This is an optimization exercise on Yosys and OpenROAD, whose aim is small area, a short achievable clock period and few clock cycles, not a production implementation. RTL that was checked went through simulation tests only; none was proved equivalent to the original. Power and IR drop assume default switching activity.

== run A ==
Design matrix_saddle_point_count, start of the top module:
module matrix_saddle_point_count #(
  parameter int MAX_ROWS = 16,
  parameter int MAX_COLS = 16
) (
  input  logic                              clk_i,
  input  logic                              rst_ni,
  input  logic                              elem_valid_i,
  output logic                              elem_ready_o,
  input  logic signed [msp_pkg::DATA_W-1:0] elem_value_i,
  output logic                              count_valid_o,
  input  logic                              count_ready_i,
  output logic [msp_pkg::COUNT_W-1:0]       count_o,
  input  logic                              cfg_we_i,
  input  logic [msp_pkg::CFG_IDX_W-1:0]     cfg_idx_i,
  input  logic [msp_pkg::CFG_W-1:0]         cfg_data_i
);
  localparam int DW = msp_pkg::DATA_W;
  typedef logic signed [DW-1:0] data_t;
  logic [3:0] rows_m1, cols_m1;    
  logic [3:0] ring_m1_q;           
  logic [3:0] ring_m1_d;
  function automatic logic [3:0] eff_m1(input logic [4:0] v);
    logic [4:0] t;
    t = v - 5'd1;
    if (v == 5'd0)       eff_m1 = 4'd0;
    else if (v > 5'd16)  eff_m1 = 4'd15;
    else                 eff_m1 = t[3:0];
  endfunction
  assign ring_m1_d = (cols_m1 == 4'd0) ? 4'd1 : cols_m1;
  ...
Size: about 1,200 flip-flops, about 55 I/O pins, roughly 33,000 um^2 of cells after synthesis.
clock: 8.0 ns
lec_check: 0
abc_area: 1
cap_margin: 20
core_margin: 2
core_utilization: 65
cts_buf_list: sky130_fd_sc_hd__clkbuf_4 sky130_fd_sc_hd__clkbuf_8
cts_cluster_diameter: 50
cts_cluster_size: 16
place_density: 0.75
slew_margin: 20
synth_memory_max_bits: 16384
standard.sh (not shown) runs the stock make flow with config.mk's settings and CLKGATE_MAP_FILE= SYNTH_SCRIPT=/design/flow/synth_recipe.tcl, a recipe that flattens the netlist after the stock synthesis.
==> flow/flow/run.sh <==
#!/bin/bash
# Standard layout, with timing repair aimed below the clock period: the repair steps
# work towards a setup slack of SETUP_SLACK_MARGIN ns at the design's clock period.
set -euo pipefail
bash standard.sh SETUP_SLACK_MARGIN=5.4 finish > standard_flow.log 2>&1
Run A finished every step from synthesis to the final layout, and the layout passed the timing, design-rule and antenna checks.
Testbench counts of run A, summed over its fixed seeds: cycles 13,850.
#### Input delta (run B over run A)
==> flow/run.sh (new file) <==
#!/bin/bash
# synth_recipe.tcl (not shown) runs the flow's synth.tcl, then flattens the netlist and writes it again
# the make line also repeats each setting of config.mk as NAME=value (left out here)
make -C /OpenROAD-flow-scripts/flow DESIGN_CONFIG=/design/flow/config.mk WORK_HOME=/design/flow/orfs CLKGATE_MAP_FILE= SYNTH_SCRIPT=/design/flow/synth_recipe.tcl finish
-- flow/config.mk --
<<< run A, line 14
export CTS_CLUSTER_SIZE = 16
export PLACE_DENSITY = 0.75
export SLEW_MARGIN = 20
export SYNTH_MEMORY_MAX_BITS = 16384
>>> run B, line 14
export CTS_CLUSTER_SIZE = 16
export PLACE_DENSITY = 0.75
export SETUP_SLACK_MARGIN = 5.0
export SLEW_MARGIN = 20
export SYNTH_MEMORY_MAX_BITS = 16384
removed: flow/flow/run.sh
removed: flow/standard.sh
[summary]
Diff run B and run A: highest ir drop seen on vdd higher in run A. Changes observed in run B relative to run A: critical path depth stayed essentially flat, routed length per placed instance lost 3.3%, post-layout utilization of the core decreased 1.7 points. Compared with run A, run B shows a total routing usage reported by global routing that is 0.30 points lower. The final reports for run B and run A show cell count lower in the former. Measured against each other, run B and run A differ in layout-stage area growth over the synthesis result, the higher figure coming from run A. Run B vs run A, leakage power of the design went down by about 1.7%. The sequential-cell power consumption of run A and that of run B are within noise of each other. The final reports for run B and run A show routed wire length lower in the former. Compared with run A, run B has less setup slack. Run B: flow completed, timing, DRC and antenna clean.
## Diff of input files: run C against run B
-- flow/config.mk --
<<< run B, line 10
export CORE_MARGIN = 2
export CORE_UTILIZATION = 65
export CTS_BUF_LIST = sky130_fd_sc_hd__clkbuf_4 sky130_fd_sc_hd__clkbuf_8
export CTS_CLUSTER_DIAMETER = 50
export CTS_CLUSTER_SIZE = 16
export PLACE_DENSITY = 0.75
export SETUP_SLACK_MARGIN = 5.0
>>> run C, line 10
export CORE_MARGIN = 2
export CORE_UTILIZATION = 65
export CTS_BUF_LIST = sky130_fd_sc_hd__clkbuf_8 sky130_fd_sc_hd__clkbuf_16
export CTS_CLUSTER_DIAMETER = 60
export CTS_CLUSTER_SIZE = 20
export PLACE_DENSITY = 0.75
export SETUP_SLACK_MARGIN = 5.0
Notes after the runs:
- The estimated power of run C ends up higher than the estimate for run B.
- | slew at the pin closest to its max-slew limit | run B vs run C | ≈ equal |
- Run C vs run B: setup slack up

---

Setup of v30:
matrix_saddle_point_count, a different RTL version from the one above (not shown whole).
Size in the first run: about 2900 cells after synthesis, ~1200 flip-flops, ~33000 um^2 of cells after synthesis.
clock: 8.0 ns
lec_check: 0
abc_area: 1
cap_margin: 20
core_margin: 2
core_utilization: 65
cts_buf_list: sky130_fd_sc_hd__clkbuf_4 sky130_fd_sc_hd__clkbuf_8
cts_cluster_diameter: 50
cts_cluster_size: 16
place_density: 0.75
slew_margin: 20
synth_memory_max_bits: 16384
==> flow/flow/run.sh <==
#!/bin/bash
# Standard layout, with timing repair aimed below the clock period: the repair steps
# work towards a setup slack of SETUP_SLACK_MARGIN ns at the design's clock period.
set -euo pipefail
bash standard.sh SETUP_SLACK_MARGIN=5.25 finish > standard_flow.log 2>&1
The inputs of v52 differ from those of v30 as listed below.
==> flow/flow/run.sh <==
#!/bin/bash
# Standard layout (bash standard.sh), with two settings passed to ORFS's make:
#  - SETUP_SLACK_MARGIN: timing repair aims for this much setup slack at the design's
#    clock period, i.e. for a shorter period than the design's;
#  - BUFFER_PORTS_ARGS: every input and output port still gets its buffer, as a buf_1
#    (the repair steps may resize it) instead of the default delay-cell buffer.
set -euo pipefail
bash standard.sh SETUP_SLACK_MARGIN=5.3 "BUFFER_PORTS_ARGS=-buffer_cell sky130_fd_sc_hd__buf_1" finish > standard_flow.log 2>&1
## What came out
The area added between synthesis and finish of v52 falls short of that of v30 by 1.6 points. v30 and v52 ended up with roughly the same critical path depth. Relative to v30, the detailed placer's ending HPWL measured on v52 has increased slightly. v52 vs v30: clock tree buffer count of the final layout down by a few percent. There was hardly any difference in number of diodes added for antenna fixing between v52 and v30. When v52 is set beside v30, its final clock skew turns out to be 0.0075 ns larger. [diff] switching power, v52 relative to v30: improvement.
For v17, these inputs were changed with respect to v52:
- PLACE_DENSITY now 0.86, was 0.75
- CORE_UTILIZATION now 80, was 65
==> flow/flow/run.sh <==
#!/bin/bash
# Standard layout, with timing repair aimed below the clock period: the repair steps
# work towards a setup slack of SETUP_SLACK_MARGIN ns at the design's clock period.
set -euo pipefail
bash standard.sh SETUP_SLACK_MARGIN=5.4 finish > standard_flow.log 2>&1
==> comparison <==
- Data arrival time at the worst-slack endpoint: lower on v17
- Comparing v52 and v17, the higher worst supply voltage drop on vdd was measured on v17.
- On global-route usage: between v52 and v17, it ends up lower for v52.
- v52 → v17: post-layout minimum cycle time fell by 0.039 ns, register-to-register slack fell by 0.03 ns.
Modified inputs, v6 compared to v17
- swapping 50 for 45 in CTS_CLUSTER_DIAMETER
- swapping 16 for 22 in CTS_CLUSTER_SIZE
- swapping 80 for 65 in CORE_UTILIZATION
- swapping 0.86 for 0.75 in PLACE_DENSITY
==> flow/flow/run.sh <==
#!/bin/bash
# Standard layout (bash standard.sh), with two settings passed to ORFS's make:
#  - SETUP_SLACK_MARGIN: timing repair aims for this much setup slack at the design's
#    clock period, i.e. for a shorter period than the design's;
#  - BUFFER_PORTS_ARGS: every input and output port still gets its buffer, as a buf_1
#    (the repair steps may resize it) instead of the default delay-cell buffer.
set -euo pipefail
bash standard.sh SETUP_SLACK_MARGIN=5.3 "BUFFER_PORTS_ARGS=-buffer_cell sky130_fd_sc_hd__buf_1" finish > standard_flow.log 2>&1
Notes after the runs:
For v17, the capture point of the critical path was count_o[0], unlike v6, where it was count_o[1].
v6 leaves less setup margin than v17.
Compared with v17, v6 shows a lower fmax.
From v17 to v6 the numbers moved as follows: critical path depth neither gained nor lost much; power down 0.34%; final standard cell count with taps included and fillers excluded climbed 140; clock power saw an increase; clock period minus worst slack higher.
Register-to-register path setup slack up 0.03 ns in v6 wrt v17
The run showing the greater share of total power in combinational logic is v17.
| multi-input combinational gate total | v6 vs v17 | ≈ equal |
Function was not checked in any run of this note: the RTL went through the layout flow alone.

---

matrix_saddle_point_count, a different RTL version from the one above (not shown whole).
For scale: ~2300 cells after synthesis, ~1200 flip-flops, ~33000 µm² of cells after synthesis.
==> flow/config.mk <==
export PLATFORM = sky130hd
export DESIGN_NAME = matrix_saddle_point_count
export DESIGN_NICKNAME = matrix_saddle_point_count
export VERILOG_FILES = /design/flow/design.v
export SDC_FILE = /design/flow/constraint.sdc
export NUM_CORES = 4
export LEC_CHECK = 0
export CAP_MARGIN = 20
export CORE_MARGIN = 2
export CORE_UTILIZATION = 65
export CTS_BUF_LIST = sky130_fd_sc_hd__clkbuf_4 sky130_fd_sc_hd__clkbuf_8
export CTS_CLUSTER_DIAMETER = 50
export CTS_CLUSTER_SIZE = 16
export PLACE_DENSITY = 0.75
export SLEW_MARGIN = 20
export SYNTH_MEMORY_MAX_BITS = 16384
==> flow/constraint.sdc <==
create_clock -name core_clock -period 8.0 [get_ports {clk_i}]
set_input_delay 1.6000 -clock core_clock [delete_from_list [all_inputs] [get_ports {clk_i}]]
set_output_delay 1.6000 -clock core_clock [all_outputs]
set_load 0.01 [all_outputs]
==> flow/flow/run.sh <==
#!/bin/bash
# Standard layout (bash standard.sh), with two settings passed to ORFS's make:
#  - SETUP_SLACK_MARGIN: timing repair aims for this much setup slack at the design's
#    clock period, i.e. for a shorter period than the design's;
#  - BUFFER_PORTS_ARGS: every input and output port still gets its buffer, as a buf_1
#    (the repair steps may resize it) instead of the default delay-cell buffer.
set -euo pipefail
bash standard.sh SETUP_SLACK_MARGIN=5.3 "BUFFER_PORTS_ARGS=-buffer_cell sky130_fd_sc_hd__buf_1" finish > standard_flow.log 2>&1
Testbench counts at the start, summed over its fixed seeds: cycles 13,850.
Edit:
--- a/flow/config.mk
+++ b/flow/config.mk
@@ -6,4 +6,5 @@
 export NUM_CORES = 4
 export LEC_CHECK = 0
+export ABC_AREA = 1
 export CAP_MARGIN = 20
 export CORE_MARGIN = 2
=> The new run completed without violations; register-to-register slack gains 610 ps; combinational power drops by 23%; die area shrinks by 1.3%; wire length is about the same; clock skew decreases by 8.2 ps; maximum frequency increases by 17%; cell area came out lower by 5.1%; total power shrinks by 7.1%; worst setup slack is better by 470 ps.

---

run 1:
Another version of the RTL of matrix_saddle_point_count (not shown whole).
Size: roughly 2600 cells after synthesis, about 1200 flip-flops.
// matrix_saddle_point_count
module matrix_saddle_point_count #(
  parameter int MAX_ROWS = 16,
  parameter int MAX_COLS = 16
) (
  input  logic                              clk_i,
  input  logic                              rst_ni,
  input  logic                              elem_valid_i,
  output logic                              elem_ready_o,
  input  logic signed [msp_pkg::DATA_W-1:0] elem_value_i,
  output logic                              count_valid_o,
  input  logic                              count_ready_i,
  output logic [msp_pkg::COUNT_W-1:0]       count_o,
  input  logic                              cfg_we_i,
  input  logic [msp_pkg::CFG_IDX_W-1:0]     cfg_idx_i,
  input  logic [msp_pkg::CFG_W-1:0]         cfg_data_i
);
==> flow/config.mk <==
export PLATFORM = sky130hd
export DESIGN_NAME = matrix_saddle_point_count
export DESIGN_NICKNAME = matrix_saddle_point_count
export VERILOG_FILES = /design/flow/design.v
export SDC_FILE = /design/flow/constraint.sdc
export NUM_CORES = 4
export LEC_CHECK = 0
export ABC_AREA = 1
export CAP_MARGIN = 20
export CORE_MARGIN = 2
export CORE_UTILIZATION = 65
export CTS_BUF_LIST = sky130_fd_sc_hd__clkbuf_16
export CTS_CLUSTER_DIAMETER = 80
export CTS_CLUSTER_SIZE = 30
export PLACE_DENSITY = 0.75
export SLEW_MARGIN = 20
export SYNTH_MEMORY_MAX_BITS = 16384
==> flow/constraint.sdc <==
create_clock -name core_clock -period 8.0 [get_ports {clk_i}]
set_input_delay 1.6000 -clock core_clock [delete_from_list [all_inputs] [get_ports {clk_i}]]
set_output_delay 1.6000 -clock core_clock [all_outputs]
set_load 0.01 [all_outputs]
==> flow/flow/run.sh <==
#!/bin/bash
# Standard layout (bash standard.sh), with settings passed to ORFS's make:
#  - SETUP_SLACK_MARGIN: timing repair aims for this much setup slack at the design's
#    clock period, i.e. for a shorter period than the design's;
#  - BUFFER_PORTS_ARGS: every input and output port still gets its buffer, as a buf_1
#    (the repair steps may resize it) instead of the default delay-cell buffer;
#  - SKIP_GATE_CLONING: timing repair does not clone gates.
set -euo pipefail
bash standard.sh SETUP_SLACK_MARGIN=5.3 "BUFFER_PORTS_ARGS=-buffer_cell sky130_fd_sc_hd__buf_1" SKIP_GATE_CLONING=1 finish > standard_flow.log 2>&1
Testbench counts of run 1, summed over its fixed seeds: cycles 13,850.
Inputs modified between run 1 and run 2:
--- a/flow/flow/run.sh
+++ b/flow/flow/run.sh
@@ -8,2 +8,2 @@
 set -euo pipefail
-bash standard.sh SETUP_SLACK_MARGIN=5.3 "BUFFER_PORTS_ARGS=-buffer_cell sky130_fd_sc_hd__buf_1" SKIP_GATE_CLONING=1 finish > standard_flow.log 2>&1
+bash standard.sh SETUP_SLACK_MARGIN=5.45 "BUFFER_PORTS_ARGS=-buffer_cell sky130_fd_sc_hd__buf_1" SKIP_GATE_CLONING=1 finish > standard_flow.log 2>&1
--- a/flow/config.mk
+++ b/flow/config.mk
@@ -17 +17,2 @@
 export SYNTH_MEMORY_MAX_BITS = 16384
+export TNS_END_PERCENT = 10
Notes after the runs:
Any difference in clock latency of the later-clocked register in the worst-skew pair between run 2 and run 1 is small enough to ignore.
Vertical die dimension: run 2 vs run 1, no meaningful difference
Run 2 and run 1 ended up with roughly the same critical path depth.
Compared with run 1, in run 2 final wirelength went down 2.4%, total of plain and repair buffers excluding clock buffers went up 5.
On run 2: minimum period implied by the final worst setup slack is 0.012 ns higher than what run 1 gave.
Between run 2 and run 1, the instance area after placement does not differ in any meaningful way.
Input changes introduced in run 3 (baseline for comparison: run 2):
==> flow/flow/run.sh <==
#!/bin/bash
# Standard layout (bash standard.sh), with two settings passed to ORFS's make:
#  - SETUP_SLACK_MARGIN: timing repair aims for this much setup slack at the design's
#    clock period, i.e. for a shorter period than the design's;
#  - BUFFER_PORTS_ARGS: every input and output port still gets its buffer, as a buf_1
#    (the repair steps may resize it) instead of the default delay-cell buffer.
set -euo pipefail
bash standard.sh SETUP_SLACK_MARGIN=5.3 "BUFFER_PORTS_ARGS=-buffer_cell sky130_fd_sc_hd__buf_1" finish > standard_flow.log 2>&1
--- a/flow/config.mk
+++ b/flow/config.mk
@@ -11,5 +11,5 @@
 export CORE_UTILIZATION = 65
-export CTS_BUF_LIST = sky130_fd_sc_hd__clkbuf_16
-export CTS_CLUSTER_DIAMETER = 80
-export CTS_CLUSTER_SIZE = 30
+export CTS_BUF_LIST = sky130_fd_sc_hd__clkbuf_4 sky130_fd_sc_hd__clkbuf_8
+export CTS_CLUSTER_DIAMETER = 50
+export CTS_CLUSTER_SIZE = 16
 export PLACE_DENSITY = 0.75
@@ -17,2 +17 @@
 export SYNTH_MEMORY_MAX_BITS = 16384
-export TNS_END_PERCENT = 10
==> comparison <==
Every run in run 2 and run 3 closed cleanly, with the single exception of run 3.
Of run 2 and run 3, the higher power density relative to cell area belongs to run 3.
When run 3 is set beside run 2, its number of buffers inserted to repair setup after CTS turns out to be 2 smaller.
As far as sequential cell count goes, run 2 and run 3 are indistinguishable; the numbers are identical.
[compare] base=run 2 new=run 3: switching share of power rose 0.21 points, proportion of power drawn by the clock network rose 1.4 points.
Run 3 vs run 2, largest voltage drop on the vdd net went up by 0.061 mV.
Input changes introduced in run 4 (baseline for comparison: run 3):
==> flow/flow/run.sh <==
#!/bin/bash
# Standard layout (bash standard.sh), with settings passed to ORFS's make:
#  - SETUP_SLACK_MARGIN: timing repair aims for this much setup slack at the design's
#    clock period, i.e. for a shorter period than the design's;
#  - BUFFER_PORTS_ARGS: every input and output port still gets its buffer, as a buf_1
#    (the repair steps may resize it) instead of the default delay-cell buffer;
#  - SKIP_GATE_CLONING: timing repair does not clone gates.
set -euo pipefail
bash standard.sh SETUP_SLACK_MARGIN=5.3 "BUFFER_PORTS_ARGS=-buffer_cell sky130_fd_sc_hd__buf_1" SKIP_GATE_CLONING=1 finish > standard_flow.log 2>&1
--- a/flow/config.mk
+++ b/flow/config.mk
@@ -10,8 +10,9 @@
 export CORE_MARGIN = 2
-export CORE_UTILIZATION = 65
-export CTS_BUF_LIST = sky130_fd_sc_hd__clkbuf_4 sky130_fd_sc_hd__clkbuf_8
-export CTS_CLUSTER_DIAMETER = 50
-export CTS_CLUSTER_SIZE = 16
-export PLACE_DENSITY = 0.75
+export CORE_UTILIZATION = 55
+export CTS_BUF_LIST = sky130_fd_sc_hd__clkbuf_16
+export CTS_CLUSTER_DIAMETER = 80
+export CTS_CLUSTER_SIZE = 30
+export PLACE_DENSITY = 0.65
 export SLEW_MARGIN = 20
 export SYNTH_MEMORY_MAX_BITS = 16384
+export TNS_END_PERCENT = 10
## What came out
Comparing run 4 and run 3, global routing usage on met1 is higher on run 3.
Die area, run 4 and run 3: larger value in run 4
The flow did not stop early for run 4: all stages ran, and the layout cleared the timing, design-rule and antenna checks.
The final reports for run 4 and run 3 show CTS H-tree depth lower in the former.
Diff run 3 -> run 4 | sequential share of power | increase of 1.0 points
Run 3 was larger in final cell area than run 4.
Run 4 vs run 3 — via count of the first global-routing pass dropped by a few percent
Cell count grows slightly when moving from run 3 to run 4.
Count of clock-buffer cells in the layout sits lower in run 4 than in run 3.
Area growth from synthesis to final layout in run 4 is 0.78 points lower than in run 3
Relative to run 3, run 4 degrades worst setup slack.
Relative to run 3, the routed wire length of run 4 is lower by about 1.9%.

what the ideal ports hide:
In the flow no input, the clock included, has a driving cell. The finished layouts below were timed again as built, in two steps.
Step 1 assumes that a clkbuf_16 drives the clock port and a buf_2 every other input.
Step 2, shift: input delay + t, output delay - t, t = (earliest + latest rising clock arrival at the registers) / 2. This alone moves slack from input paths to output paths.
Three values: ideal, step 1, step 2; two values: the first two.
run	shift t [ns]	setup slack, ns	worst setup path after step 2	worst data-port slew with drivers (ns)
run A	0.748	5.167 / 5.114 / 4.797	input to register	0.05
run B	0.745	5.067 / 5.010 / 4.545	input to register	0.04
run C	0.669	5.129 / 5.068 / 4.538	input to register	0.04
v30	0.746	5.174 / 5.119 / 4.782	input to register	0.05
v52	0.754	5.101 / 5.043 / 5.031	input to register	0.04
v17	0.750	5.140 / 5.085 / 4.758	input to register	0.07
v6	0.758	5.082 / 5.025 / 5.029	input to register	0.04
the first run of note 3	0.752	4.686 / 4.686 / 4.686	register to register	0.07
the second run of note 3	0.728	5.158 / 5.107 / 5.074	input to register	0.04
run 1	0.671	5.168 / 5.107 / 4.994	input to register	0.05
run 2	0.667	5.156 / 5.098 / 4.856	input to register	0.05
run 3	0.739	5.101 / 5.048 / 4.988	input to register	0.05
run 4	0.677	5.095 / 5.033 / 4.946	input to register	0.07
For run C, which loses most, drivers alone change the setup slack by -0.061 ns; drivers and shift together by -0.591 ns.
